From an optimization exercise on the open Yosys and OpenROAD flow, aimed at small area, a short achievable clock period and few clock cycles per item; shortcuts taken in it are not production practice.
No run shown here included a check of the RTL's function; only the layout flow was run.
No activity file was given, so power comes from the tool's default toggle rates.

==> design.v <==
package branch_detect_pkg;
  localparam int slot_num = 16;
  localparam int slot_w   = 4;
  localparam int data_w   = 32;
  localparam int dep_w    = 4;
  localparam int reg_w    = 5;
  localparam int inst_w   = 32;
  localparam logic [dep_w-1:0] dep_none = '1;
  typedef enum logic [2:0] {
    op_alu,
    op_load,
    op_store,
    op_bjp,
    op_nop
  } op_e;
  typedef enum logic [1:0] {
    cond_eq,
    cond_ne,
    cond_lt,
    cond_ge
  } cond_e;
  typedef struct packed {
    op_e               opcode;
    cond_e             cond;
    logic [dep_w-1:0]  dep_l;
    logic [dep_w-1:0]  dep_r;
    logic [reg_w-1:0]  rs1;
    logic [reg_w-1:0]  rs2;
    logic signed [8:0] offset;
  } inst_t;
  typedef logic [slot_w-1:0] slot_t;
  function automatic slot_t first_set(input logic [slot_num-1:0] mask);
    first_set = '0;
    for (int i = slot_num - 1; i >= 0; i--) begin
      if (mask[i]) begin
        first_set = slot_t'(i);
      end
    end
  endfunction
endpackage
`timescale 1ns/1ns
module branch_detect_top (
  input  logic                 w_BranchFifoFire_1,
  input  logic                 rstn,
  input  logic                 i_pkt_valid,
  input  logic [511:0]         i_pkt_inst,
  input  logic [31:0]          i_pkt_pc,
  output logic                 o_pkt_ready,
  output logic                 o_grf_req,
  output logic [4:0]           o_grf_rs1,
  output logic [4:0]           o_grf_rs2,
  input  logic                 i_grf_valid,
  input  logic [31:0]          i_grf_l,
  input  logic [31:0]          i_grf_r,
  output logic                 o_byp_req,
  output logic [3:0]           o_byp_dep_l,
  output logic [3:0]           o_byp_dep_r,
  input  logic                 i_byp_valid,
  input  logic [31:0]          i_byp_l,
  input  logic [31:0]          i_byp_r,
  output logic                 o_issue_valid,
  output logic [511:0]         o_issue_inst,
  output logic [15:0]          o_issue_mask,
  output logic                 o_redirect_valid,
  output logic [31:0]          o_redirect_pc,
  input  logic                 i_issue_ready
);
  logic [511:0] pkt_q;
  logic [31:0]  pc_q;
  logic         busy_q;      
  logic [15:0]  cur_oh_q;    
  logic [15:0]  lo_th_q;     
  logic         req_q;       
  logic         gp_q, bp_q;  
  logic         sl_q, sr_q;  
  logic [1:0]   cond_q;
  logic [31:0]  h_q;         
  logic         rv_q, tk_q;  
  logic         tail_q;      
  logic [9:0]   s_q;         
  logic [29:0]  tgt_q;       
  logic         ov_q;
  logic [15:0]  omask_q;
  logic         ored_q;
  logic         last_q;      
  logic [15:0] br_in, br_q;
  always_comb begin
    for (int i = 0; i < 16; i++) begin
      br_in[i] = (i_pkt_inst[32*i+29 +: 3] == 3'd3);
      br_q[i]  = (pkt_q[32*i+29 +: 3] == 3'd3);
    end
  end
  logic [15:0] first_oh;
  logic        any_in;
  always_comb begin
    for (int i = 0; i < 16; i++) first_oh[i] = br_in[i] && !(|(br_in & ((16'd1 << i) - 16'd1)));
  end
  assign any_in = |br_in;
  logic [15:0] above, rem, nxt_oh;
  always_comb begin
    for (int i = 0; i < 16; i++) above[i] = |(cur_oh_q & ((16'd1 << i) - 16'd1));
    rem = br_q & above;
    for (int i = 0; i < 16; i++) nxt_oh[i] = rem[i] && !(|(rem & ((16'd1 << i) - 16'd1)));
  end
  logic has_nxt;
  assign has_nxt = |rem;
  logic [31:0] ci;
  logic [3:0]  cur_bin;
  always_comb begin
    ci      = '0;
    cur_bin = '0;
    for (int i = 0; i < 16; i++) begin
      if (cur_oh_q[i]) ci = ci | pkt_q[32*i +: 32];
      if (cur_oh_q[i]) cur_bin = cur_bin | 4'(i);
    end
  end
  logic sel_l, sel_r, need_g, need_b;
  assign sel_l  = (ci[26:23] == 4'hf);
  assign sel_r  = (ci[22:19] == 4'hf);
  assign need_g = sel_l || sel_r;
  assign need_b = !(sel_l && sel_r);
  assign o_grf_req   = req_q && need_g;
  assign o_grf_rs1   = ci[18:14];
  assign o_grf_rs2   = ci[13:9];
  assign o_byp_req   = req_q && need_b;
  assign o_byp_dep_l = ci[26:23];
  assign o_byp_dep_r = ci[22:19];
  logic gv, bv;
  assign gv = i_grf_valid;
  assign bv = i_byp_valid;
  logic [31:0] opl, opr, h_in;
  assign opl  = sl_q ? (gp_q ? i_grf_l : h_q) : (bp_q ? i_byp_l : h_q);
  assign opr  = sr_q ? (gp_q ? i_grf_r : h_q) : (bp_q ? i_byp_r : h_q);
  assign h_in = gv ? (sl_q ? i_grf_l : i_grf_r) : (sl_q ? i_byp_r : i_byp_l);
  logic [31:0] ca, cb;
  assign ca = {~opl[31], opl[30:0]};
  assign cb = {~opr[31], opr[30:0]};
  logic [31:0] l0, e0;
  logic [15:0] l1, e1;
  logic [7:0]  l2, e2;
  logic [3:0]  l3, e3;
  logic [1:0]  l4, e4;
  always_comb begin
    for (int i = 0; i < 32; i++) begin
      l0[i] = !ca[i] && cb[i];
      e0[i] = ca[i] == cb[i];
    end
    for (int i = 0; i < 16; i++) begin
      l1[i] = l0[2*i+1] || (e0[2*i+1] && l0[2*i]);
      e1[i] = e0[2*i+1] && e0[2*i];
    end
    for (int i = 0; i < 8; i++) begin
      l2[i] = l1[2*i+1] || (e1[2*i+1] && l1[2*i]);
      e2[i] = e1[2*i+1] && e1[2*i];
    end
    for (int i = 0; i < 4; i++) begin
      l3[i] = l2[2*i+1] || (e2[2*i+1] && l2[2*i]);
      e3[i] = e2[2*i+1] && e2[2*i];
    end
    for (int i = 0; i < 2; i++) begin
      l4[i] = l3[2*i+1] || (e3[2*i+1] && l3[2*i]);
      e4[i] = e3[2*i+1] && e3[2*i];
    end
  end
  logic eq, lt, taken_now;
  assign lt = l4[1] || (e4[1] && l4[0]);
  assign eq = e4[1] && e4[0];
  assign taken_now = cond_q[0] ^ (cond_q[1] ? lt : eq);
  logic waiting, allin;
  assign waiting = gp_q || bp_q;
  assign allin   = waiting && (!gp_q || gv) && (!bp_q || bv);
  logic accept, xfer, out_free;
  assign o_pkt_ready = !busy_q || (ov_q && last_q && i_issue_ready);
  assign accept      = i_pkt_valid && o_pkt_ready;
  assign xfer        = ov_q && i_issue_ready;
  assign out_free    = !ov_q || i_issue_ready;
  logic do_res, do_tail, t;
  assign do_res  = out_free && (allin || (!waiting && rv_q));
  assign do_tail = out_free && tail_q && !req_q && !waiting && !rv_q;
  assign t       = allin ? taken_now : tk_q;
  always_ff @(posedge w_BranchFifoFire_1 or negedge rstn) begin
    if (!rstn) begin
      busy_q <= 1'b0;
      req_q  <= 1'b0;
      gp_q   <= 1'b0;
      bp_q   <= 1'b0;
      rv_q   <= 1'b0;
      tail_q <= 1'b0;
      ov_q   <= 1'b0;
    end else begin
      req_q <= 1'b0;
      if (req_q) begin
        gp_q <= need_g;
        bp_q <= need_b;
      end
      if (xfer) begin
        ov_q <= 1'b0;
        if (last_q) busy_q <= 1'b0;
      end
      if (accept) begin
        busy_q <= 1'b1;
        rv_q   <= 1'b0;
        tail_q <= 1'b0;
        gp_q   <= 1'b0;
        bp_q   <= 1'b0;
        req_q  <= any_in;
        ov_q   <= !any_in;
      end else begin
        if (waiting) begin
          if (gv) gp_q <= 1'b0;
          if (bv) bp_q <= 1'b0;
          if (allin && !out_free) rv_q <= 1'b1;
        end
        if (do_res) begin
          rv_q <= 1'b0;
          ov_q <= 1'b1;
          if (!t && has_nxt) req_q <= 1'b1;
          if (!t && !has_nxt && !cur_oh_q[15]) tail_q <= 1'b1;
        end
        if (do_tail) begin
          ov_q   <= 1'b1;
          tail_q <= 1'b0;
        end
      end
    end
  end
  always_ff @(posedge w_BranchFifoFire_1) begin
    if (accept) begin
      pkt_q    <= i_pkt_inst;
      pc_q     <= i_pkt_pc;
      lo_th_q  <= 16'hffff;
      cur_oh_q <= first_oh;
      omask_q  <= 16'hffff;
      ored_q   <= 1'b0;
      last_q   <= 1'b1;
    end else if (do_res) begin
      omask_q <= lo_th_q & ~above;
      lo_th_q <= above;
      ored_q  <= t;
      last_q  <= t || (!has_nxt && cur_oh_q[15]);
      cur_oh_q <= nxt_oh;
    end else if (do_tail) begin
      omask_q <= lo_th_q;
      ored_q  <= 1'b0;
      last_q  <= 1'b1;
    end
    if (req_q) begin
      sl_q   <= sel_l;
      sr_q   <= sel_r;
      cond_q <= ci[28:27];
    end
    if (waiting && allin && !out_free) tk_q <= taken_now;
    if (gv || bv) h_q <= h_in;
    s_q   <= {6'd0, cur_bin} + {{1{ci[8]}}, ci[8:0]};
    if (!(ov_q && ored_q)) tgt_q <= pc_q[31:2] + {{20{s_q[9]}}, s_q};
  end
  assign o_issue_valid    = ov_q;
  assign o_issue_mask     = omask_q;
  assign o_redirect_valid = ored_q;
  assign o_redirect_pc    = {tgt_q, pc_q[1:0]};
  always_comb begin
    for (int i = 0; i < 16; i++) o_issue_inst[32*i +: 32] = omask_q[i] ? pkt_q[32*i +: 32] : 32'd0;
  end
endmodule
==> run.sh <==
#!/bin/bash
# synth_recipe.tcl (not shown) runs the flow's synth.tcl, then flattens the netlist and writes it again
# the make line also repeats each setting of config.mk as NAME=value (left out here)
make -C /OpenROAD-flow-scripts/flow DESIGN_CONFIG=/design/flow/config.mk WORK_HOME=/design/flow/orfs CLKGATE_MAP_FILE= SYNTH_SCRIPT=/design/flow/synth_recipe.tcl finish
==> config.mk <==
export PLATFORM = sky130hd
export DESIGN_NAME = branch_detect_top
export DESIGN_NICKNAME = branch_detect_top
export VERILOG_FILES = /design/flow/design.v
export SDC_FILE = /design/flow/constraint.sdc
export NUM_CORES = 4
export LEC_CHECK = 0
export CAP_MARGIN = 20
export CORE_AREA = 10 10 450 450
export DIE_AREA = 0 0 460 460
export SLEW_MARGIN = 20
==> constraint.sdc <==
create_clock -name core_clock -period 5.5 [get_ports {w_BranchFifoFire_1}]
set_input_delay 1.1000 -clock core_clock [delete_from_list [all_inputs] [get_ports {w_BranchFifoFire_1}]]
set_output_delay 1.1000 -clock core_clock [all_outputs]
set_load 0.01 [all_outputs]
==> results of run 1 <==
==> report_power, final <==
group          leakage [nW]  switching [mW]  total (mW)  internal, mW
Sequential             6.29            2.37        9.32          6.95
Combinational          9.79            7.19        12.4          5.19
Clock                  1.45            2.61        6.16          3.55
==> sequential cells by signal, indices dropped and copies added (netlist names), 2 cells and up <==
| register | cells |
|---|---|
| cond_q | 2 |
| cur_oh_q | 16 |
| h_q | 32 |
| lo_th_q | 16 |
| omask_q | 16 |
| pc_q | 32 |
| pkt_q | 512 |
| s_q | 10 |
| tgt_q | 30 |
==> metrics by stage <==
step,std cells,hold WS [ns]
global route,6358,0.490
floorplan,2498,0.423
global placement,6183,0.432
detailed placement,6184,0.442
CTS,6344,0.453
finish,6374,0.454
==> layout make-up <==
class	count	area, um2	share of cell area (%)
Clock buffer	100	2240	4.37
Inverter	13	56.3	0.110
Sequential cell	678	19900	38.8
Antenna cell	27	67.6	0.132
Multi-Input combinational cell	1631	11800	23.0
Timing Repair Buffer	1339	13300	25.9
Clock inverter	60	796	1.55
Tap cell	2526	3160	6.15
==> how the worst min path moves through the flow <==
stage	start	slack, ns	cells after the start	end
final	lo_th_q[0]	0.45	2	lo_th_q[0]
after global routing	lo_th_q[10]	0.49	2	lo_th_q[10]
after CTS	lo_th_q[0]	0.45	2	lo_th_q[0]
after detailed placement	lo_th_q[0]	0.44	2	lo_th_q[0]
after global placement	lo_th_q[0]	0.43	2	lo_th_q[0]
after floorplan	lo_th_q[0]	0.42	2	lo_th_q[0]
==> cells by family after synthesis <==
group,count (synthesis)
xor gates and xnor gates,31
buffers and inverters,189
and+or+nand+nor,887
DFF,678
AOI/OAI and AO/OA,519
muxes,127
adders and majority gates,67
==> cells in the final DEF (no fill, tap or decap), types with 11 or more instances in the layout <==
cell,synthesis,final
a221o_1,15,15
xor2_1,11,11
a21o_1,22,22
mux4_2,32,32
a22o_1,88,88
clkdlybuf4s50_1,0,1259
edfxtp_1,627,627
nand2b_1,41,41
dfxtp_1,44,28
mux2_2,31,31
a221oi_1,90,90
inv_1,13,12
a22oi_1,60,60
xnor2_1,20,20
clkbuf_16,0,85
o211ai_1,35,35
buf_4,20,70
ha_1,65,65
o21ai_0,75,75
nand4_1,34,34
nand3_1,21,21
nor2_1,98,98
and2_1,515,515
diode_2,0,27
nor3_1,13,13
nand2_1,90,90
mux2i_1,64,64
clkinv_2,0,12
a21oi_1,81,81
bufinv_16,0,12
==> critical path, delay by kind of cell, from the launching register on <==
family | cells | cell delay [ns]
compound gates | 2 | 0.90
buf+inv | 2 | 1.05
flops | 1 | 0.70
simple gates | 2 | 0.84
==> metal layers <==
layer	track usage [%]	wire, um	vias to the layer above
li1	-	-	12000
met1	26.8	96400	15200
met2	38.0	120000	2178
met3	8.97	28400	461
met4	12.7	17300	28
met5	0	179	-
==> results.ini, run 1 <==
[outcome]
outcome=timing/DRC/antenna clean

[floorplan]
rows=161
io_pins=1261
dieArea_mm2=0.212
die_y_um=460
coreArea_mm2=0.193
initial_core_util_pct=16.9
die_width_um=460

[global_routing]
antenna_found_initial=104
grt_pass1_wl_um=325000
grt_overflow=0
first_global_vias=29300
grt_start_max_net_pins=170
gr-usage-all-layers_pct=23.5

[synthesis]
yosys_warnings=1
ys.flop_type=edfxtp_1
synth_cells=2498
syn-num-nets=3243
synth_area_mm2=0.0325
synth_cell_types=73
yosys.area_share.simple_pct=15.9
ys_ff_latch=678
synth_top_area_cell=edfxtp_1
synthTopCellsByArea=edfxtp_1 (58%), and2_1 (9.9%), dfxtp_1 (2.7%)
postSynthAreaPerCell_um2=13.0
synthXorXnorAreaFrac_pct=0.836
yosysMostFrequentCell=edfxtp_1
synth-async-reset-ratio_pct=1.03
synthAdderAreaFrac_pct=2.63
synth.top_cell.area_share_pct=58.0
synthMuxAreaShare_pct=5.27
synthTopCellsByCount=edfxtp_1 (627), and2_1 (515), clkbuf_1 (131)
synth_top_family_by_area=simple AND/OR/NAND/NOR gates
synth_compound_area_share_pct=11.7
synth_seq_area_share_pct=61.2
synth_edf_count=627

[timing]
skew_ns=0.0531
fin_crit_ns=5.35
fmax_ghz=0.187
hold_viol=0
worstMarginPinSlew_ns=1.11
setup_viol=0
drv_slew=0
grt_setup_unrepaired=false
fin_tns_setup_ns=0
worst_slack_ns=0.149
slew_headroom_pct=26.1
period_share_pct=97.3

[placed_design]
place_ws_ns=0.721
dpl_cell_area_mm2=0.0482
gp_congestion=0.973
io_buffers=1260
dp_hpwl_um=216000

[job]
max_cap_violations=0

[worst_setup_path]
crit_arrival_ns=4.25
rrSetupSlack_ns=0.99
cp-start-kind=flop
crit_end=o_byp_req
ff2ff_path_depth=14
crit_start=cur_oh_q[3]
end_kind=output port
required_ns=4.40
rr_startpoint=bp_q
max_stage_delay_ns=0.70
crit_type=flop to output port
crit_fanout=12
crit_chain=buf_4 -> a221oi_1 -> nand4_1 -> and4_1 -> a21oi_1 -> clkdlybuf4s50_1
crit_slowest_cell=edfxtp_1
r2r-end=last_q

[clock_network]
ctsResizeCount=0
post_cts_buffers=0
postCtsHoldBufs=0
path_clk_slew_ns=0.06
htree_levels=3
clock_path_buffers=3
insertion_delay_ns=0.73
clock_sinks=678
cts_root_buf=clkbuf_16
numCtsBuffers=85
cts_tree=yes

[route]
viasPerCell=4.69
ant_nets=0
wl_um=263000
drt-initial-drc-count=3423
via_count=29900
drc=0
firstDrtPassIters=6
wl_per_cell_um=41.2

[cells_and_area]
area_growth_pct=58.2
nFillCells=20100
final_layout_size_suffix_gt1_share_pct=8.35
design_area_mm2=0.0514
nNetsFinal=4493
final_util_pct=26.7

[pwr]
p_per_area_mw_per_mm2=542
vdd.ir_drop.worst_mv=0.367
p_leak_nw=17.5
power.total_mw=27.9

[worst_hold_path]
worstHoldPathType=flop to flop

==> run 2, diff against run 1 <==
==> flow/run.sh (new file) <==
#!/bin/bash
set -euo pipefail
cd "$(dirname "${BASH_SOURCE[0]}")/.."
export BUFFER_PORTS_ARGS="-buffer_cell sky130_fd_sc_hd__buf_1"
bash standard.sh > standard_flow.log 2>&1
==> standard.sh (new file) <==
#!/bin/bash
# synth_recipe.tcl (not shown) runs the flow's synth.tcl, then flattens the netlist and writes it again
# the make line also repeats each setting of config.mk as NAME=value (left out here)
make -C /OpenROAD-flow-scripts/flow DESIGN_CONFIG=/design/flow/config.mk WORK_HOME=/design/flow/orfs CLKGATE_MAP_FILE= SYNTH_SCRIPT=/design/flow/synth_recipe.tcl "${@:-finish}"
removed: run.sh
==> results.ini, run 2 <==
[floorplan]
die_y_um=460  ; unchanged
die_width_um=460  ; unchanged
initial_core_util_pct=16.9  ; unchanged
rows=161  ; unchanged
io_pins=1261  ; unchanged
dieArea_mm2=0.212  ; unchanged
coreArea_mm2=0.193  ; unchanged

[clock_network]
path_clk_slew_ns=0.06  ; about the same
ctsResizeCount=0  ; unchanged
numCtsBuffers=86  ; was 85
htree_levels=3  ; unchanged
cts_tree=yes  ; unchanged
clock_sinks=678  ; unchanged
clock_path_buffers=3  ; unchanged
insertion_delay_ns=0.74  ; was 0.73 ns
cts_root_buf=clkbuf_16  ; unchanged
postCtsHoldBufs=0  ; unchanged
post_cts_buffers=0  ; unchanged

[worst_setup_path]
cp-start-kind=flop  ; unchanged
crit_type=flop to output port  ; unchanged
crit_fanout=12  ; unchanged
crit_chain=buf_4 -> a22o_1 -> a221oi_1 -> nand4_1 -> buf_1  ; was buf_4 -> a221oi_1 -> nand4_1 -> and4_1 -> a21oi_1 -> clkdlybuf4s50_1
required_ns=4.40  ; about the same
crit_slowest_cell=a221oi_1  ; was edfxtp_1
end_kind=output port  ; unchanged
max_stage_delay_ns=0.85  ; was 0.70 ns
crit_arrival_ns=3.59  ; was 4.25 ns

[synthesis]
yosys_warnings=1  ; unchanged
synth_area_mm2=0.0325  ; unchanged
yosys.area_share.simple_pct=15.9  ; unchanged
synth_compound_area_share_pct=11.7  ; unchanged
synthXorXnorAreaFrac_pct=0.836  ; unchanged
postSynthAreaPerCell_um2=13.0  ; unchanged
synth-async-reset-ratio_pct=1.03  ; unchanged
synthAdderAreaFrac_pct=2.63  ; unchanged
synthMuxAreaShare_pct=5.27  ; unchanged
synth_edf_count=627  ; unchanged
synthTopCellsByArea=edfxtp_1 (58%), and2_1 (9.9%), dfxtp_1 (2.7%)  ; unchanged
syn-num-nets=3243  ; unchanged
ys.flop_type=edfxtp_1  ; unchanged
synth_top_family_by_area=simple AND/OR/NAND/NOR gates  ; unchanged
synth_cells=2498  ; unchanged
synth.top_cell.area_share_pct=58.0  ; unchanged
synth_top_area_cell=edfxtp_1  ; unchanged
yosysMostFrequentCell=edfxtp_1  ; unchanged
ys_ff_latch=678  ; unchanged
synthTopCellsByCount=edfxtp_1 (627), and2_1 (515), clkbuf_1 (131)  ; unchanged
synth_seq_area_share_pct=61.2  ; unchanged
synth_cell_types=73  ; unchanged

[cells_and_area]
design_area_mm2=0.0436  ; was 0.0514 mm2
final_layout_size_suffix_gt1_share_pct=8.20  ; was 8.35%
largest_register_ffs=512  ; unchanged
final_cell_mix=buf_1 (1259), edfxtp_1 (627), and2_1 (515)  ; was clkdlybuf4s50_1 (1259), edfxtp_1 (627), and2_1 (515)
area_growth_pct=34.2  ; was 58.2%
largestRegisters=pkt_q (512), h_q (32), pc_q (32)  ; unchanged
final_common_cell=buf_1  ; was clkdlybuf4s50_1
nNetsFinal=4494  ; was 4493
top_register=pkt_q  ; unchanged

[timing]
skew_ns=0.0620  ; was 0.0531 ns
hold_viol=0  ; unchanged
fmax_ghz=0.213  ; was 0.187 GHz
slew_headroom_pct=24.6  ; was 26.1%
fin_crit_ns=4.69  ; was 5.35 ns
setup_viol=0  ; unchanged
worst_slack_ns=0.809  ; was 0.149 ns
hold_ws_ns=0.369  ; was 0.454 ns
grt_setup_unrepaired=false  ; unchanged
drv_slew=0  ; unchanged
worstMarginPinSlew_ns=1.13  ; was 1.11 ns
period_share_pct=85.3  ; was 97.3%
fin_tns_setup_ns=0  ; unchanged

[placed_design]
io_buffers=1260  ; unchanged
dp_hpwl_um=216000  ; about the same
dpl_cell_area_mm2=0.0404  ; was 0.0482 mm2
gp_congestion=0.943  ; was 0.973
place_ws_ns=0.703  ; was 0.721 ns

[global_routing]
gr-usage-all-layers_pct=23.4  ; was 23.5%
grt_start_max_net_pins=152  ; was 170
grt_pass1_wl_um=323000  ; was 325000 um
grt_overflow=0  ; unchanged
first_global_vias=29700  ; was 29300
antenna_found_initial=97  ; was 104

[route]
viasPerCell=4.77  ; was 4.69
drt-initial-drc-count=4065  ; was 3423
firstDrtPassIters=6  ; unchanged
drc=0  ; unchanged
wl_per_cell_um=40.9  ; was 41.2 um
wl_um=262000  ; was 263000 um
via_count=30500  ; was 29900
ant_nets=0  ; unchanged

[pwr]
p_leak_nw=14.3  ; was 17.5 nW
p_per_area_mw_per_mm2=595  ; was 542 mW/mm2
internal_power_mw=13.7  ; was 15.7 mW
vdd.ir_drop.worst_mv=0.370  ; was 0.367 mV
p_sw_mw=12.2  ; about the same
comb_power_share_pct=40.6  ; was 44.4%
switching_share_pct=47.0  ; was 43.7%
clkPwrFrac_pct=23.6  ; was 22.1%
sequentialPowerShare_pct=35.8  ; was 33.5%

[job]
max_cap_violations=0  ; unchanged

[worst_hold_path]
worstHoldPathType=primary input to async pin  ; was flop to flop

[outcome]
outcome=timing/DRC/antenna clean  ; unchanged

-- run 2: cell count changes in the layout (fill, tap and decap cells not counted), moves of 5 or more --
cell / before / now
diode_2: 27 / 51
clkinv_1: 9 / 14
clkinv_4: 2 / 7
clkdlybuf4s50_1: 1259 / 0
buf_1: 0 / 1259
-- run 2: per-stage QoR --
stage / std cells / utilization, % / power, mW
6_report: 6396 / 22.6 / 25.9
5_1_grt: 6365 / 22.6 / 26.8
4_1_cts: 6344 / 22.6 / 26.0
3_5_place_dp: 6186 / 21.0 / 19.8
3_3_place_gp: 6186 / 21.0 / 19.8
2_1_floorplan: 2498 / - / 12.9
-- run 2: power by group through the flow --
stage               clock network (mW)  registers [mW]  logic [mW]
floorplan                            0            7.52        5.36
global placement                     0            9.35        10.5
detailed placement                   0            9.34        10.5
CTS                               6.24            9.25        10.5
global route                      6.43            9.28        11.1
finish                            6.12            9.28        10.5
-- run 2: final cells by class --
type | instances | area [um2]
Inverter | 13 | 56.3
Timing Repair Buffer | 1339 | 5470
Clock inverter | 60 | 803
Fill cell | 21000 | 149000
Clock buffer | 98 | 2220
Antenna cell | 51 | 128
Sequential cell | 678 | 19900
Tap cell | 2526 | 3160
Multi-Input combinational cell | 1631 | 11800
-- run 2: final timing paths --
| check | start | to | slack (ns) | depth (start not counted) |
|---|---|---|---|---|
| max | cur_oh_q[11] | o_grf_rs2[1] | 0.81 | 5 |
| min | rstn | tail_q | 0.37 | 1 |
| max reg2reg | bp_q | last_q | 0.93 | 13 |
| min reg2reg | lo_th_q[0] | lo_th_q[0] | 0.45 | 2 |
| max in group asynchronous | rstn | gp_q | 4.63 | 1 |
| min in group core_clock | lo_th_q[0] | lo_th_q[0] | 0.45 | 2 |
-- run 2: logic make-up after synthesis --
group                      Yosys count
AOI/OAI and AO/OA                  519
adders and majority gates           67
xor gates and xnor gates            31
DFF                                678
buffers and inverters              189
and+or+nand+nor                    887
muxes                              127
-- run 2: metal layers --
metal | up-vias | wire length (um) | global-route usage (%)
li1 | 12100 | - | -
met1 | 15500 | 97400 | 27.1
met2 | 2423 | 117000 | 36.3
met3 | 498 | 27100 | 8.21
met4 | 24 | 20400 | 15.6
met5 | - | 169 | 0
-- run 2: critical path: cells and delay by family, from the launching register on --
family,cells,cell delay [ns]
AOI/OAI and AO/OA,2,1.10
DFF,1,0.65
buffers and inverters,2,0.59
and+or+nand+nor,1,0.46
==> run 3, diff against run 2 <==
--- a/config.mk
+++ b/config.mk
@@ -10,2 +10,3 @@
 export DIE_AREA = 0 0 460 460
+export SETUP_SLACK_MARGIN = 1.5
 export SLEW_MARGIN = 20
==> results.ini, run 3 <==
[timing]
hold_ws_ns=0.295  ; was 0.369 ns
skew_ns=0.0936  ; was 0.0620 ns
drv_slew=0  ; unchanged
fin_tns_setup_ns=0  ; unchanged
setup_viol=0  ; unchanged
worst_slack_ns=1.37  ; was 0.809 ns
period_share_pct=75.2  ; was 85.3%
worstMarginPinSlew_ns=1.13  ; about the same
grt_setup_unrepaired=true  ; was false
fin_crit_ns=4.13  ; was 4.69 ns
fmax_ghz=0.242  ; was 0.213 GHz
slew_headroom_pct=24.9  ; was 24.6%
hold_viol=0  ; unchanged

[floorplan]
dieArea_mm2=0.212  ; unchanged
initial_core_util_pct=16.9  ; unchanged
io_pins=1261  ; unchanged
die_width_um=460  ; unchanged
rows=161  ; unchanged
die_y_um=460  ; unchanged
coreArea_mm2=0.193  ; unchanged

[clock_network]
numCtsBuffers=86  ; unchanged
clock_path_buffers=3  ; unchanged
clock_sinks=678  ; unchanged
path_clk_slew_ns=0.06  ; about the same
insertion_delay_ns=0.75  ; was 0.74 ns
cts_tree=yes  ; unchanged
htree_levels=3  ; unchanged
postCtsHoldBufs=0  ; unchanged
cts_root_buf=clkbuf_16  ; unchanged

[synthesis]
yosys_warnings=1  ; unchanged
syn-num-nets=3243  ; unchanged
synth_edf_count=627  ; unchanged
ys.flop_type=edfxtp_1  ; unchanged
synth_cell_types=73  ; unchanged
yosysMostFrequentCell=edfxtp_1  ; unchanged
synth.top_cell.area_share_pct=58.0  ; unchanged
synth-async-reset-ratio_pct=1.03  ; unchanged
synth_area_mm2=0.0325  ; unchanged
synth_seq_area_share_pct=61.2  ; unchanged
synthTopCellsByArea=edfxtp_1 (58%), and2_1 (9.9%), dfxtp_1 (2.7%)  ; unchanged
ys_ff_latch=678  ; unchanged
synth_cells=2498  ; unchanged
synth_top_area_cell=edfxtp_1  ; unchanged
postSynthAreaPerCell_um2=13.0  ; unchanged
synthTopCellsByCount=edfxtp_1 (627), and2_1 (515), clkbuf_1 (131)  ; unchanged

[global_routing]
grt_pass1_wl_um=331000  ; was 323000 um
antenna_found_initial=113  ; was 97
first_global_vias=29700  ; about the same
gr-usage-all-layers_pct=24.0  ; was 23.4%
grt_start_max_net_pins=142  ; was 152
grt_overflow=0  ; unchanged

[worst_setup_path]
crit_slowest_cell=edfxtp_1  ; was a221oi_1
crit_type=flop to output port  ; unchanged
end_kind=output port  ; unchanged
crit_chain=buf_4 -> buf_4 -> a221oi_1 -> nand4_1 -> and4_4 -> nor2_4 -> nor2_4 -> buf_6  ; was buf_4 -> a22o_1 -> a221oi_1 -> nand4_1 -> buf_1
cp-start-kind=flop  ; unchanged
required_ns=4.40  ; about the same
max_stage_delay_ns=0.57  ; was 0.85 ns
crit_fanout=3  ; was 12
crit_arrival_ns=3.03  ; was 3.59 ns

[cells_and_area]
nNetsFinal=4535  ; was 4494
top_register=pkt_q  ; unchanged
final_cell_mix=buf_1 (1250), edfxtp_1 (627), and2_1 (515)  ; was buf_1 (1259), edfxtp_1 (627), and2_1 (515)
largestRegisters=pkt_q (512), h_q (32), pc_q (32)  ; unchanged
final_layout_size_suffix_gt1_share_pct=9.97  ; was 8.20%
fin_cells=6444  ; was 6396
largest_register_ffs=512  ; unchanged
area_growth_pct=36.0  ; was 34.2%
final_common_cell=buf_1  ; unchanged
final_util_pct=22.9  ; was 22.6%

[route]
wl_um=268000  ; was 262000 um
ant_nets=0  ; unchanged
wl_per_cell_um=41.6  ; was 40.9 um
viasPerCell=4.75  ; was 4.77
drt-initial-drc-count=4255  ; was 4065
firstDrtPassIters=6  ; unchanged
drc=0  ; unchanged
via_count=30600  ; was 30500

[pwr]
vdd.ir_drop.worst_mv=0.354  ; was 0.370 mV
p_leak_nw=14.5  ; was 14.3 nW
p_per_area_mw_per_mm2=596  ; was 595 mW/mm2

[placed_design]
gp_congestion=0.984  ; was 0.943
place_ws_ns=0.958  ; was 0.703 ns
dp_hpwl_um=218000  ; was 216000 um
placed_cells=6175  ; was 6186
io_buffers=1260  ; unchanged

[outcome]
outcome=timing/DRC/antenna clean  ; unchanged

[worst_hold_path]
worstHoldPathType=primary input to async pin  ; unchanged

[job]
max_cap_violations=0  ; unchanged

==> run 3: per-layer routing <==
layer / up-vias / wire length (um) / track usage (%)
met5: - / 165 / 0
met4: 24 / 17100 / 11.8
met3: 507 / 30900 / 8.92
met2: 2493 / 122000 / 38.8
met1: 15400 / 97700 / 27.9
li1: 12200 / - / -
==> run 3: kinds of logic after synthesis <==
logic type,count (synthesis),synth area share [%]
muxes,127,5.27
AOI/OAI and AO/OA,519,11.7
and+or+nand+nor,887,15.9
xor gates and xnor gates,31,0.836
adders and majority gates,67,2.63
DFF,678,61.2
buffers and inverters,189,2.42
==> run 3: path summary, 6_finish.rpt <==
check / start / endpoint / slack [ns] / cells past startpoint
worst max-delay path: cur_oh_q[13] / o_grf_req / 1.37 / 8
worst min-delay path: rstn / bp_q / 0.29 / 1
worst max register to register: cur_oh_q[2] / cur_oh_q[12] / 1.56 / 10
worst min register to register: lo_th_q[0] / lo_th_q[0] / 0.45 / 2
max in group asynchronous: rstn / gp_q / 4.87 / 1
min in group core_clock: lo_th_q[0] / lo_th_q[0] / 0.45 / 2
==> run 3: final cells by class <==
type	instances	area, um2
antenna	57	143
multi-input combinational	1631	12000
timing repair buffer	1380	6000
tap	2526	3160
sequential	678	19900
clock buffer	105	2240
clock inverter	54	598
fill	21000	148000
inverter	13	56.3
==> run 3: where the power goes <==
group | switching [mW] | internal [mW] | total (mW)
clock network | 2.58 | 3.20 | 5.78
logic | 7.79 | 3.62 | 11.4
registers | 2.16 | 6.96 | 9.12
total | 12.5 | 13.8 | 26.3
==> run 3: worst max-delay path, delay by kind of cell (launching register included) <==
family / cells / cell delay, ns
AO/OA/AOI/OAI: 1 / 0.49
flip-flops: 1 / 0.57
buffers and inverters: 3 / 0.54
AND/OR/NAND/NOR: 4 / 0.70
==> run 3: stage by stage <==
stage	total power, mW	area, um2
floorplan	12.8	32500
global placement	19.9	40300
detailed placement	20.0	40300
CTS	26.3	43800
global route	27.3	44100
finish	26.3	44200
==> run 3: timing repair <==
action | CTS | global route
pin swaps | 6 | 9
setup buffers | 42 | 10
gates cloned | 1 | 0
endpoints found under the setup margin | 26 | 10
resized for setup | 35 | 42
==> run 4, diff against run 3 <==
--- a/config.mk
+++ b/config.mk
@@ -10,3 +10,3 @@
 export DIE_AREA = 0 0 460 460
-export SETUP_SLACK_MARGIN = 1.5
+export SETUP_SLACK_MARGIN = 2.5
 export SLEW_MARGIN = 20
==> results.ini, run 4 <==
[outcome]
outcome=timing/DRC/antenna clean  ; unchanged

[route]
viasPerCell=4.76  ; was 4.75
wl_um=274000  ; was 268000 um
via_count=31300  ; was 30600
wl_per_cell_um=41.6  ; about the same
drc=0  ; unchanged
ant_nets=0  ; unchanged
firstDrtPassIters=5  ; was 6
drt-initial-drc-count=4290  ; was 4255

[synthesis]
synth_top_area_cell=edfxtp_1  ; unchanged
ys_ff_latch=678  ; unchanged
yosysMostFrequentCell=edfxtp_1  ; unchanged
synth_cells=2498  ; unchanged
synth_seq_area_share_pct=61.2  ; unchanged
syn-num-nets=3243  ; unchanged
ys.flop_type=edfxtp_1  ; unchanged
synth-async-reset-ratio_pct=1.03  ; unchanged
synthTopCellsByArea=edfxtp_1 (58%), and2_1 (9.9%), dfxtp_1 (2.7%)  ; unchanged
synth_edf_count=627  ; unchanged
synthTopCellsByCount=edfxtp_1 (627), and2_1 (515), clkbuf_1 (131)  ; unchanged
yosys_warnings=1  ; unchanged
postSynthAreaPerCell_um2=13.0  ; unchanged
synth.top_cell.area_share_pct=58.0  ; unchanged
synth_cell_types=73  ; unchanged
synth_area_mm2=0.0325  ; unchanged

[placed_design]
io_buffers=1260  ; unchanged
gp_congestion=0.998  ; was 0.984
placed_cells=6178  ; was 6175
dp_hpwl_um=215000  ; was 218000 um

[worst_setup_path]
cp-start-kind=flop  ; unchanged
crit_fanout=3  ; unchanged
ff2ff_path_depth=10  ; unchanged
end_kind=output port  ; unchanged
crit_arrival_ns=3.02  ; was 3.03 ns
crit_type=flop to output port  ; unchanged
required_ns=4.40  ; about the same

[cells_and_area]
nFillCells=20700  ; was 21000
final_cell_mix=buf_1 (1021), edfxtp_1 (627), and2_1 (485)  ; was buf_1 (1250), edfxtp_1 (627), and2_1 (515)
largest_register_ffs=512  ; unchanged
nNetsFinal=4684  ; was 4535
top_register=pkt_q  ; unchanged
area_growth_pct=46.1  ; was 36.0%
final_util_pct=24.6  ; was 22.9%
final_common_cell=buf_1  ; unchanged
final_layout_size_suffix_gt1_share_pct=22.1  ; was 9.97%
largestRegisters=pkt_q (512), h_q (32), pc_q (32)  ; unchanged
fin_cells=6576  ; was 6444

[floorplan]
die_y_um=460  ; unchanged
initial_core_util_pct=16.9  ; unchanged
die_width_um=460  ; unchanged
dieArea_mm2=0.212  ; unchanged
rows=161  ; unchanged
io_pins=1261  ; unchanged
coreArea_mm2=0.193  ; unchanged

[timing]
hold_viol=0  ; unchanged
slew_headroom_pct=8.87  ; was 24.9%
setup_viol=0  ; unchanged
drv_slew=0  ; unchanged
fin_crit_ns=4.12  ; was 4.13 ns
grt_setup_unrepaired=true  ; unchanged
skew_ns=0.0399  ; was 0.0936 ns
worstMarginPinSlew_ns=1.37  ; was 1.13 ns
fmax_ghz=0.243  ; was 0.242 GHz
fin_tns_setup_ns=0  ; unchanged
period_share_pct=74.9  ; was 75.2%

[pwr]
vdd.ir_drop.worst_mv=0.292  ; was 0.354 mV
p_leak_nw=16.7  ; was 14.5 nW
p_per_area_mw_per_mm2=609  ; was 596 mW/mm2

[clock_network]
clock_path_buffers=3  ; unchanged
cts_tree=yes  ; unchanged
insertion_delay_ns=0.74  ; was 0.75 ns
clock_sinks=678  ; unchanged
htree_levels=3  ; unchanged
path_clk_slew_ns=0.07  ; was 0.06 ns
cts_root_buf=clkbuf_16  ; unchanged
numCtsBuffers=85  ; was 86

[global_routing]
gr-usage-all-layers_pct=24.4  ; was 24.0%
grt_pass1_wl_um=335000  ; was 331000 um
antenna_found_initial=103  ; was 113
grt_overflow=0  ; unchanged
first_global_vias=30500  ; was 29700
grt_start_max_net_pins=159  ; was 142

[worst_hold_path]
worstHoldPathType=primary input to async pin  ; unchanged

[job]
max_cap_violations=0  ; unchanged

## run 4: path summary, 6_finish.rpt
check / startpoint / endpoint / slack, ns
worst max-delay path: cur_oh_q[9] / o_grf_req / 1.38
worst min-delay path: rstn / bp_q / 0.36
worst max register to register: cur_oh_q[7] / s_q[8] / 1.80
worst min register to register: lo_th_q[0] / lo_th_q[0] / 0.45
max in group asynchronous: rstn / gp_q / 4.71
min in group core_clock: lo_th_q[0] / lo_th_q[0] / 0.45
## run 4: cells by family after synthesis
kind of cell	count (synthesis)	synth area share, %
xor gates and xnor gates	31	0.836
and+or+nand+nor	887	15.9
muxes	127	5.27
adders and majority gates	67	2.63
buffers and inverters	189	2.42
AOI/OAI and AO/OA	519	11.7
DFF	678	61.2
## run 4: repair_timing
item                                    4_1_cts  5_1_grt
gates resized for setup                     458      179
endpoints found under the setup margin      972      389
hold buffers                                  0        0
buffers inserted                            157       32
cloned                                        6        5
pin swaps                                    39       43
## run 4: worst max-delay path: stages, from the launching register on
cell	delay (ns)
edfxtp_1	0.45
buf_12	0.16
buf_4	0.16
a22o_1	0.21
a221oi_2	0.28
and3_1	0.22
nand4_1	0.16
and4_4	0.29
nor2_4	0.14
nor2_2	0.07
buf_6	0.14
## run 4: layout make-up
cell class | count | area (um2) | area share, %
antenna | 42 | 105 | 0.222
clock buffer | 101 | 2240 | 4.72
clock inverter | 55 | 534 | 1.13
inverter | 13 | 75.1 | 0.158
multi-input combinational | 1631 | 12700 | 26.7
sequential | 678 | 20000 | 42.1
tap | 2526 | 3160 | 6.66
timing repair buffer | 1530 | 8690 | 18.3
## run 4: through the flow
step,hold WS [ns],power [mW],setup slack [ns],area (um2)
after global placement,0.430,19.8,0.837,40400
after global routing,0.318,29.8,1.31,47400
after detailed placement,0.437,19.9,0.805,40400
final,0.363,28.9,1.38,47400
after floorplan,0.423,12.9,2.11,32500
after CTS,0.290,28.3,1.28,46400
## run 4: layer usage
metal  GRT usage, %  routed length, um
met1           27.4              99000
met2           38.4             122000
met3           9.47              30200
met4           15.6              22400
met5              0                232
## run 4: report_power, final
part           switching, mW  total [mW]  leakage [nW]  internal, mW
combinational           9.72        15.1          9.07          5.37
sequential              1.04        8.00          6.29          6.95
clock                   2.63        5.79          1.34          3.15
total                   13.4        28.9          16.7          15.5
==> run 5, diff against run 4 <==
--- a/design.v
+++ b/design.v
@@ -116,13 +116,25 @@
   end
-  logic sel_l, sel_r, need_g, need_b;
-  assign sel_l  = (ci[26:23] == 4'hf);
-  assign sel_r  = (ci[22:19] == 4'hf);
-  assign need_g = sel_l || sel_r;
-  assign need_b = !(sel_l && sel_r);
-  assign o_grf_req   = req_q && need_g;
-  assign o_grf_rs1   = ci[18:14];
-  assign o_grf_rs2   = ci[13:9];
-  assign o_byp_req   = req_q && need_b;
-  assign o_byp_dep_l = ci[26:23];
-  assign o_byp_dep_r = ci[22:19];
+  logic [17:0] fi, fn, f_d;
+  always_comb begin
+    fi = '0;
+    fn = '0;
+    for (int i = 0; i < 16; i++) begin
+      if (first_oh[i]) fi = fi | i_pkt_inst[32*i+9 +: 18];
+      if (nxt_oh[i])   fn = fn | pkt_q[32*i+9 +: 18];
+    end
+  end
+  logic between;
+  assign between = !busy_q || (ov_q && last_q);
+  assign f_d = between ? fi : fn;
+  logic dl_none, dr_none;
+  assign dl_none = (f_d[17:14] == 4'hf);
+  assign dr_none = (f_d[13:10] == 4'hf);
+  logic [17:0] f_q;
+  logic        greq_q, breq_q;
+  assign o_grf_req   = greq_q;
+  assign o_grf_rs1   = f_q[9:5];
+  assign o_grf_rs2   = f_q[4:0];
+  assign o_byp_req   = breq_q;
+  assign o_byp_dep_l = f_q[17:14];
+  assign o_byp_dep_r = f_q[13:10];
   logic gv, bv;
@@ -145,3 +157,3 @@
       l0[i] = !ca[i] && cb[i];
-      e0[i] = ca[i] == cb[i];
+      e0[i] = !(l0[i] || (ca[i] && !cb[i]));
     end
@@ -180,2 +192,33 @@
   assign t       = allin ? taken_now : tk_q;
+  logic ng_f, nb_f;
+  assign ng_f = dl_none || dr_none;
+  assign nb_f = !(dl_none && dr_none);
+  logic req1, req0, greq1, greq0, breq1, breq0, tail1, tail0, last1, last0, ored1, ored0;
+  always_comb begin
+    if (accept) begin
+      req1  = any_in;          req0  = any_in;
+      greq1 = any_in && ng_f;  greq0 = any_in && ng_f;
+      breq1 = any_in && nb_f;  breq0 = any_in && nb_f;
+      tail1 = 1'b0;            tail0 = 1'b0;
+      last1 = 1'b1;            last0 = 1'b1;
+      ored1 = 1'b0;            ored0 = 1'b0;
+    end else if (do_res) begin
+      req1  = 1'b0;            req0  = has_nxt;
+      greq1 = 1'b0;            greq0 = has_nxt && ng_f;
+      breq1 = 1'b0;            breq0 = has_nxt && nb_f;
+      tail1 = 1'b0;            tail0 = !has_nxt && !cur_oh_q[15];
+      last1 = 1'b1;            last0 = !has_nxt && cur_oh_q[15];
+      ored1 = 1'b1;            ored0 = 1'b0;
+    end else begin
+      req1  = 1'b0;            req0  = 1'b0;
+      greq1 = 1'b0;            greq0 = 1'b0;
+      breq1 = 1'b0;            breq0 = 1'b0;
+      tail1 = tail_q && !do_tail;
+      tail0 = tail1;
+      last1 = last_q || do_tail;
+      last0 = last1;
+      ored1 = ored_q && !do_tail;
+      ored0 = ored1;
+    end
+  end
   always_ff @(posedge w_BranchFifoFire_1 or negedge rstn) begin
@@ -184,2 +227,4 @@
       req_q  <= 1'b0;
+      greq_q <= 1'b0;
+      breq_q <= 1'b0;
       gp_q   <= 1'b0;
@@ -190,6 +235,9 @@
     end else begin
-      req_q <= 1'b0;
+      req_q  <= t ? req1 : req0;
+      greq_q <= t ? greq1 : greq0;
+      breq_q <= t ? breq1 : breq0;
+      tail_q <= t ? tail1 : tail0;
       if (req_q) begin
-        gp_q <= need_g;
-        bp_q <= need_b;
+        gp_q <= greq_q;
+        bp_q <= breq_q;
       end
@@ -202,6 +250,4 @@
         rv_q   <= 1'b0;
-        tail_q <= 1'b0;
         gp_q   <= 1'b0;
         bp_q   <= 1'b0;
-        req_q  <= any_in;
         ov_q   <= !any_in;
@@ -216,9 +262,4 @@
           ov_q <= 1'b1;
-          if (!t && has_nxt) req_q <= 1'b1;
-          if (!t && !has_nxt && !cur_oh_q[15]) tail_q <= 1'b1;
         end
-        if (do_tail) begin
-          ov_q   <= 1'b1;
-          tail_q <= 1'b0;
-        end
+        if (do_tail) ov_q <= 1'b1;
       end
@@ -227,2 +268,4 @@
   always_ff @(posedge w_BranchFifoFire_1) begin
+    last_q <= t ? last1 : last0;
+    ored_q <= t ? ored1 : ored0;
     if (accept) begin
@@ -233,9 +276,5 @@
       omask_q  <= 16'hffff;
-      ored_q   <= 1'b0;
-      last_q   <= 1'b1;
     end else if (do_res) begin
-      omask_q <= lo_th_q & ~above;
-      lo_th_q <= above;
-      ored_q  <= t;
-      last_q  <= t || (!has_nxt && cur_oh_q[15]);
+      omask_q  <= lo_th_q & ~above;
+      lo_th_q  <= above;
       cur_oh_q <= nxt_oh;
@@ -243,8 +282,7 @@
       omask_q <= lo_th_q;
-      ored_q  <= 1'b0;
-      last_q  <= 1'b1;
-    end
+    end
+    if (between || do_res) f_q <= f_d;
     if (req_q) begin
-      sl_q   <= sel_l;
-      sr_q   <= sel_r;
+      sl_q   <= (f_q[17:14] == 4'hf);
+      sr_q   <= (f_q[13:10] == 4'hf);
       cond_q <= ci[28:27];
==> results.ini, run 5 <==
[global_routing]
grt_util_met1_pct=26.6  ; was 27.4%
first_global_vias=35300  ; was 30500
grt_start_max_net_pins=87  ; was 159
grt_busiest_layer=met2  ; unchanged
met2_usage_pct=41.3  ; was 38.4%
grt_pass1_wl_um=345000  ; was 335000 um
grt_overflow=0  ; unchanged
antenna_found_initial=88  ; was 103
gr-usage-all-layers_pct=24.2  ; was 24.4%
use_met3_pct=8.13  ; was 9.47%

[synthesis]
synth_edf_count=645  ; was 627
synth_cell_types=83  ; was 73
synth-async-reset-ratio_pct=1.29  ; was 1.03%
synth_area_mm2=0.0353  ; was 0.0325 mm2
yosys_warnings=1  ; unchanged
synthTopCellsByCount=edfxtp_1 (645), and2_1 (520), clkbuf_1 (154)  ; was edfxtp_1 (627), and2_1 (515), clkbuf_1 (131)
postSynthAreaPerCell_um2=12.2  ; was 13.0 um2
synth_seq_area_share_pct=58.1  ; was 61.2%
synth_top_area_cell=edfxtp_1  ; unchanged
synth_cells=2889  ; was 2498
yosysMostFrequentCell=edfxtp_1  ; unchanged
ys.flop_type=edfxtp_1  ; unchanged
syn-num-nets=3634  ; was 3243
synthTopCellsByArea=edfxtp_1 (55%), and2_1 (9.2%), dfxtp_1 (2.5%)  ; was edfxtp_1 (58%), and2_1 (9.9%), dfxtp_1 (2.7%)
ys_ff_latch=698  ; was 678
synth.top_cell.area_share_pct=54.9  ; was 58.0%

[clock_network]
clock_sinks=698  ; was 678
htree_levels=3  ; unchanged
cts_root_buf=clkbuf_16  ; unchanged
numCtsBuffers=89  ; was 85
insertion_delay_ns=0.74  ; about the same
path_clk_slew_ns=0.06  ; was 0.07 ns
clock_path_buffers=3  ; unchanged
cts_tree=yes  ; unchanged

[timing]
slew_headroom_pct=28.9  ; was 8.87%
setup_viol=0  ; unchanged
drv_slew=0  ; unchanged
grt_setup_unrepaired=true  ; unchanged
hold_viol=0  ; unchanged
fin_crit_ns=3.75  ; was 4.12 ns
fin_tns_setup_ns=0  ; unchanged
hold_ws_ns=0.393  ; was 0.363 ns
period_share_pct=68.1  ; was 74.9%
worstMarginPinSlew_ns=1.06  ; was 1.37 ns
fmax_ghz=0.267  ; was 0.243 GHz
worst_slack_ns=1.75  ; was 1.38 ns
skew_ns=0.0600  ; was 0.0399 ns

[cells_and_area]
fin_cells=7083  ; was 6576
final_common_cell=buf_1  ; unchanged
nNetsFinal=5185  ; was 4684
final_util_pct=27.1  ; was 24.6%
final_layout_size_suffix_gt1_share_pct=22.7  ; was 22.1%
largestRegisters=pkt_q (512), h_q (32), pc_q (32)  ; unchanged
top_register=pkt_q  ; unchanged
area_growth_pct=48.0  ; was 46.1%
largest_register_ffs=512  ; unchanged
final_cell_mix=buf_1 (1104), edfxtp_1 (645), and2_1 (442)  ; was buf_1 (1021), edfxtp_1 (627), and2_1 (485)

[placed_design]
placed_cells=6610  ; was 6178
dp_hpwl_um=207000  ; was 215000 um
gp_congestion=0.981  ; was 0.998
io_buffers=1260  ; unchanged
place_ws_ns=0.740  ; was 0.805 ns

[pwr]
vdd.ir_drop.worst_mv=0.269  ; was 0.292 mV
internal_power_mw=14.7  ; was 15.5 mW
sequentialPowerShare_pct=29.1  ; was 27.7%
clkPwrFrac_pct=25.1  ; was 20.0%
switching_share_pct=42.1  ; was 46.4%
p_leak_nw=17.9  ; was 16.7 nW
p_per_area_mw_per_mm2=486  ; was 609 mW/mm2
p_sw_mw=10.7  ; was 13.4 mW
comb_power_share_pct=45.9  ; was 52.3%

[route]
firstDrtPassIters=7  ; was 5
viasPerCell=5.00  ; was 4.76
via_count=35400  ; was 31300
ant_nets=0  ; unchanged
drt-initial-drc-count=4717  ; was 4290
wl_per_cell_um=38.5  ; was 41.6 um
drc=0  ; unchanged
wl_um=273000  ; was 274000 um

[worst_setup_path]
crit_type=primary input to flop  ; was flop to output port
crit_slowest_cell=or4_4  ; was edfxtp_1
ff2ff_path_depth=15  ; was 10
end_kind=flop  ; was output port
crit_arrival_ns=4.37  ; was 3.02 ns
cp-start-kind=primary input  ; was flop
rrSetupSlack_ns=1.90  ; was 1.80 ns
crit_fanout=6  ; was 3
required_ns=6.13  ; was 4.40 ns
rr_startpoint=cur_oh_q[0]  ; was cur_oh_q[7]
max_stage_delay_ns=0.62  ; was 0.45 ns
r2r-end=breq_q  ; was s_q[8]
crit_chain=buf_6 -> and3b_2 -> or4_4 -> or3b_4 -> or3b_4 -> buf_6 -> nor2_4 -> buf_12 -> a2111oi_4 -> a22oi_2 -> nand4_1 -> o21a_1  ; was buf_12 -> buf_4 -> a22o_1 -> a221oi_2 -> and3_1 -> nand4_1 -> and4_4 -> nor2_4 -> nor2_2 -> buf_6

[worst_hold_path]
worstHoldPathType=primary input to async pin  ; unchanged

[floorplan]
die_y_um=460  ; unchanged
coreArea_mm2=0.193  ; unchanged
die_width_um=460  ; unchanged
initial_core_util_pct=18.3  ; was 16.9%
io_pins=1261  ; unchanged
rows=161  ; unchanged
dieArea_mm2=0.212  ; unchanged

[outcome]
outcome=timing/DRC/antenna clean  ; unchanged

[job]
max_cap_violations=0  ; unchanged

==> run 5: area by class of cell <==
cell class | instances | area, um2
Multi-Input combinational cell | 1994 | 15300
Antenna cell | 41 | 103
Clock buffer | 107 | 2380
Sequential cell | 698 | 20600
Timing Repair Buffer | 1636 | 9790
Fill cell | 20400 | 140000
Clock inverter | 60 | 727
Inverter | 20 | 114
Timing Repair inverter | 1 | 16.3
Tap cell | 2526 | 3160
==> run 5: logic make-up after synthesis <==
logic type	after synthesis	synth area share (%)
adder cells (fa/ha/maj)	67	2.42
XOR/XNOR	25	0.621
AO/OA/AOI/OAI	667	14.1
flip-flops	698	58.1
buffers and inverters	201	2.21
AND/OR/NAND/NOR	1097	17.6
multiplexers	134	5.05
==> run 5: layer usage <==
| layer | vias up | routed length [um] | part of all wire [%] |
|---|---|---|---|
| met5 | - | 286 | 0.10 |
| met4 | 42 | 17400 | 6.4 |
| met3 | 605 | 29400 | 11 |
| met2 | 2749 | 131000 | 48 |
| met1 | 17700 | 95000 | 35 |
| li1 | 14300 | - | - |
==> run 5: timing repair <==
action | CTS | global route
buffers inserted | 204 | 42
gates resized for setup | 562 | 158
hold buffers | 0 | 0
gates cloned | 15 | 4
pin swaps | 67 | 75
endpoints found under the setup margin | 1187 | 84
==> run 5: how the worst max path moves through the flow <==
stage,start,depth (start not counted),endpoint
detailed placement,i_pkt_inst[125],12,breq_q
global placement,i_pkt_inst[125],12,greq_q
floorplan,i_pkt_inst[189],9,breq_q
global route,gp_q,15,greq_q
finish,i_pkt_inst[190],12,breq_q
CTS,gp_q,13,greq_q
==> run 5: power by group through the flow <==
stage               Sequential, mW  Combinational [mW]  Clock [mW]
global route                  7.41                12.1        6.66
finish                        7.37                11.6        6.36
detailed placement            8.21                8.19           0
global placement              8.21                8.19           0
CTS                           7.36                11.5        6.47
floorplan                     7.22                3.75           0
==> run 5: worst max-delay path: cells and delay by family <==
kind / cells / cell delay [ns]
simple gates: 6 / 2.21
compound gates: 3 / 0.63
buf+inv: 3 / 0.40
==> run 5: metrics by stage <==
| step | instance area, um2 | power [mW] |
|---|---|---|
| after floorplan | 35400 | 11.0 |
| after global placement | 43700 | 16.4 |
| after detailed placement | 43700 | 16.4 |
| after CTS | 51000 | 25.4 |
| after global routing | 52100 | 26.2 |
| final | 52200 | 25.4 |
==> run 6, diff against run 5 <==
--- a/flow/run.sh
+++ b/flow/run.sh
@@ -4,2 +4,3 @@
 export BUFFER_PORTS_ARGS="-buffer_cell sky130_fd_sc_hd__buf_1"
+export CTS_ARGS="-sink_clustering_enable -repair_clock_nets -dont_use_dummy_load -buf_list sky130_fd_sc_hd__clkbuf_8"
 bash standard.sh > standard_flow.log 2>&1
--- a/config.mk
+++ b/config.mk
@@ -10,3 +10,3 @@
 export DIE_AREA = 0 0 460 460
-export SETUP_SLACK_MARGIN = 2.5
+export SETUP_SLACK_MARGIN = 1.5
 export SLEW_MARGIN = 20
==> results.ini, run 6 <==
[outcome]
outcome=timing/DRC/antenna clean  ; unchanged

[synthesis]
yosysMostFrequentCell=edfxtp_1  ; unchanged
synth_cell_types=83  ; unchanged
ys.flop_type=edfxtp_1  ; unchanged
synth_cells=2889  ; unchanged
ys_ff_latch=698  ; unchanged
synth_seq_area_share_pct=58.1  ; unchanged
postSynthAreaPerCell_um2=12.2  ; unchanged
synthTopCellsByCount=edfxtp_1 (645), and2_1 (520), clkbuf_1 (154)  ; unchanged
synth.top_cell.area_share_pct=54.9  ; unchanged
syn-num-nets=3634  ; unchanged
synth_top_area_cell=edfxtp_1  ; unchanged
synth_edf_count=645  ; unchanged
synth-async-reset-ratio_pct=1.29  ; unchanged
synth_area_mm2=0.0353  ; unchanged
yosys_warnings=1  ; unchanged
synthTopCellsByArea=edfxtp_1 (55%), and2_1 (9.2%), dfxtp_1 (2.5%)  ; unchanged

[cells_and_area]
final_common_cell=buf_1  ; unchanged
nFillCells=20900  ; was 20400
seqCellArea_mm2=0.0205  ; was 0.0206 mm2
largestRegisters=pkt_q (512), h_q (32), pc_q (32)  ; unchanged
multi_input_area_mm2=0.0141  ; was 0.0153 mm2
final_layout_size_suffix_gt1_share_pct=9.94  ; was 22.7%
nNetsFinal=5003  ; was 5185
top_register=pkt_q  ; unchanged
final_cell_mix=buf_1 (1259), edfxtp_1 (645), and2_1 (519)  ; was buf_1 (1104), edfxtp_1 (645), and2_1 (442)
largest_register_ffs=512  ; unchanged
final_util_pct=23.9  ; was 27.1%
area_growth_pct=30.5  ; was 48.0%

[timing]
drv_slew=0  ; unchanged
hold_ws_ns=0.271  ; was 0.393 ns
fin_tns_setup_ns=0  ; unchanged
worst_slack_ns=1.50  ; was 1.75 ns
grt_setup_unrepaired=true  ; unchanged
worstMarginPinSlew_ns=1.30  ; was 1.06 ns
skew_ns=0.112  ; was 0.0600 ns
slew_headroom_pct=13.3  ; was 28.9%
setup_viol=0  ; unchanged
hold_viol=0  ; unchanged
period_share_pct=72.7  ; was 68.1%
fin_crit_ns=4.00  ; was 3.75 ns
fmax_ghz=0.250  ; was 0.267 GHz

[route]
wl_um=262000  ; was 273000 um
ant_nets=0  ; unchanged
via_count=34300  ; was 35400
wl_per_cell_um=38.4  ; was 38.5 um
drt-initial-drc-count=4515  ; was 4717
viasPerCell=5.03  ; was 5.00
drc=0  ; unchanged
firstDrtPassIters=6  ; was 7

[clock_network]
postCtsHoldBufs=0  ; unchanged
numCtsBuffers=141  ; was 89
clock_path_buffers=3  ; unchanged
clock_sinks=698  ; unchanged
cts_root_buf=clkbuf_8  ; was clkbuf_16
htree_levels=4  ; was 3
cts_tree=yes  ; unchanged
insertion_delay_ns=0.90  ; was 0.74 ns
path_clk_slew_ns=0.05  ; was 0.06 ns

[placed_design]
io_buffers=1260  ; unchanged
place_ws_ns=0.577  ; was 0.740 ns
gp_congestion=0.983  ; was 0.981
dp_hpwl_um=213000  ; was 207000 um

[worst_setup_path]
end_kind=flop  ; unchanged
crit_arrival_ns=4.72  ; was 4.37 ns
crit_fanout=14  ; was 6
crit_start=i_pkt_inst[191]  ; was i_pkt_inst[190]
ff2ff_path_depth=10  ; was 15
r2r-end=breq_q  ; unchanged
crit_end=breq_q  ; unchanged
crit_type=primary input to flop  ; unchanged
rr_startpoint=cur_oh_q[0]  ; unchanged
critPathMostFrequentCell=or3b_4
crit_chain=buf_1 -> and3b_1 -> or4_4 -> or3b_4 -> or3b_4 -> nor2_2 -> a2111oi_0 -> a22oi_2 -> nand4_1 -> o21a_1  ; was buf_6 -> and3b_2 -> or4_4 -> or3b_4 -> or3b_4 -> buf_6 -> nor2_4 -> buf_12 -> a2111oi_4 -> a22oi_2 -> nand4_1 -> o21a_1
required_ns=6.22  ; was 6.13 ns
rrSetupSlack_ns=1.62  ; was 1.90 ns
cp-start-kind=primary input  ; unchanged
crit_slowest_cell=or4_4  ; unchanged
max_stage_delay_ns=0.66  ; was 0.62 ns

[pwr]
p_leak_nw=14.8  ; was 17.9 nW
vdd.ir_drop.worst_mv=0.249  ; was 0.269 mV
power.total_mw=20.7  ; was 25.4 mW
p_per_area_mw_per_mm2=450  ; was 486 mW/mm2

[global_routing]
grt_pass1_wl_um=333000  ; was 345000 um
antenna_found_initial=102  ; was 88
gr-usage-all-layers_pct=23.4  ; was 24.2%
grt_start_max_net_pins=88  ; was 87
grt_overflow=0  ; unchanged
first_global_vias=34000  ; was 35300

[floorplan]
rows=161  ; unchanged
coreArea_mm2=0.193  ; unchanged
die_width_um=460  ; unchanged
dieArea_mm2=0.212  ; unchanged
die_y_um=460  ; unchanged
io_pins=1261  ; unchanged
initial_core_util_pct=18.3  ; unchanged

[job]
max_cap_violations=0  ; unchanged

[worst_hold_path]
worstHoldPathType=primary input to async pin  ; unchanged

==> run 6: cell counts after synthesis <==
No cell type changed its count.
==> run 6: worst min path at each step <==
stage / start / endpoint / slack [ns] / depth (start not counted)
final: rstn / req_q / 0.27 / 1
after global routing: rstn / req_q / 0.19 / 1
after detailed placement: lo_th_q[0] / lo_th_q[0] / 0.44 / 2
after global placement: lo_th_q[0] / lo_th_q[0] / 0.43 / 2
after floorplan: lo_th_q[0] / lo_th_q[0] / 0.42 / 2
after CTS: rstn / req_q / 0.14 / 1
==> run 6: logic make-up (layout without fill, tap and decap cells) <==
kind of cell / after synthesis / after routing / share of synthesized area, %
AND/OR/NAND/NOR: 1097 / 1097 / 17.6
flip-flops: 698 / 698 / 58.1
AO/OA/AOI/OAI: 667 / 667 / 14.1
buffers and inverters: 201 / 1568 / 2.21
multiplexers: 134 / 134 / 5.05
adder cells (fa/ha/maj): 67 / 67 / 2.42
XOR/XNOR: 25 / 25 / 0.621
other: 0 / 45 / 0
==> run 6: critical path, delay by kind of cell <==
family / cells / cell delay [ns]
simple gates: 6 / 2.70
buf+inv: 1 / 0.08
compound gates: 3 / 0.81
==> run 6: power breakdown <==
part           switching (mW)  leakage (nW)  total (mW)  internal, mW
Sequential               1.13          6.41        7.86          6.73
Combinational            5.82          7.39        8.31          2.49
Clock                    2.31          1.01        4.55          2.24
==> run 6: area by class of cell <==
class / instances / share of cell area [%]
Tap cell: 2526 / 6.87
Sequential cell: 698 / 44.6
Clock buffer: 141 / 4.22
Multi-Input combinational cell: 1990 / 30.7
Timing Repair Buffer: 1407 / 13.2
Inverter: 20 / 0.179
Antenna cell: 45 / 0.245
==> run 6: repair_timing <==
action / 4_1_cts / 5_1_grt
endpoints found under the setup margin: 35 / 12
pin swaps: 2 / 2
setup buffers: 14 / 12
gates resized for setup: 8 / 3
hold endpoints to repair: 0 / 0
==> run 6: per-stage QoR <==
| step | cells | cell area, um2 |
|---|---|---|
| finish | 6827 | 46000 |
| floorplan | 2889 | 35300 |
| detailed placement | 6615 | 43600 |
| global placement | 6611 | 43600 |
| global route | 6803 | 45900 |
| CTS | 6770 | 45800 |
==> run 6: layer usage <==
metal | routed length [um] | GRT usage, % | up-vias
met5 | 388 | 0 | -
met3 | 27600 | 7.49 | 560
met1 | 90700 | 25.6 | 17200
met2 | 129000 | 40.9 | 2683
met4 | 14300 | 11.3 | 58
li1 | - | - | 13800

## re-timing with driven ports
The results above use ideal ports. As a check the final layouts listed here were re-extracted and re-timed, cells and wires unchanged. Step 1 assumes that a clkbuf_16 drives the clock port and a buf_2 every other input. Step 2 also shifts input and output timing later by t, the mid clock arrival at the registers, as if the neighbouring blocks saw the same clock. a / b / c = no drivers / after step 1 / after step 2; a / b = the first two.
run | shift t [ns] | setup slack, ns | worst setup path at the end
run 1 | 0.787 | 0.149 / 0.069 / 0.768 | input to register
run 2 | 0.804 | 0.809 / 0.718 / 0.931 | register to register
run 3 | 0.778 | 1.365 / 1.286 / 1.383 | input to register
run 4 | 0.803 | 1.378 / 1.297 / 1.596 | input to register
run 5 | 0.795 | 1.755 / 1.804 / 1.009 | input to register
run 6 | 0.926 | 1.502 / 1.553 / 0.626 | input to register
After both steps setup and hold are still met in every run listed. The setup slack of run 6, which loses most, moves by +0.051 ns with the drivers and by -0.876 ns with both steps.
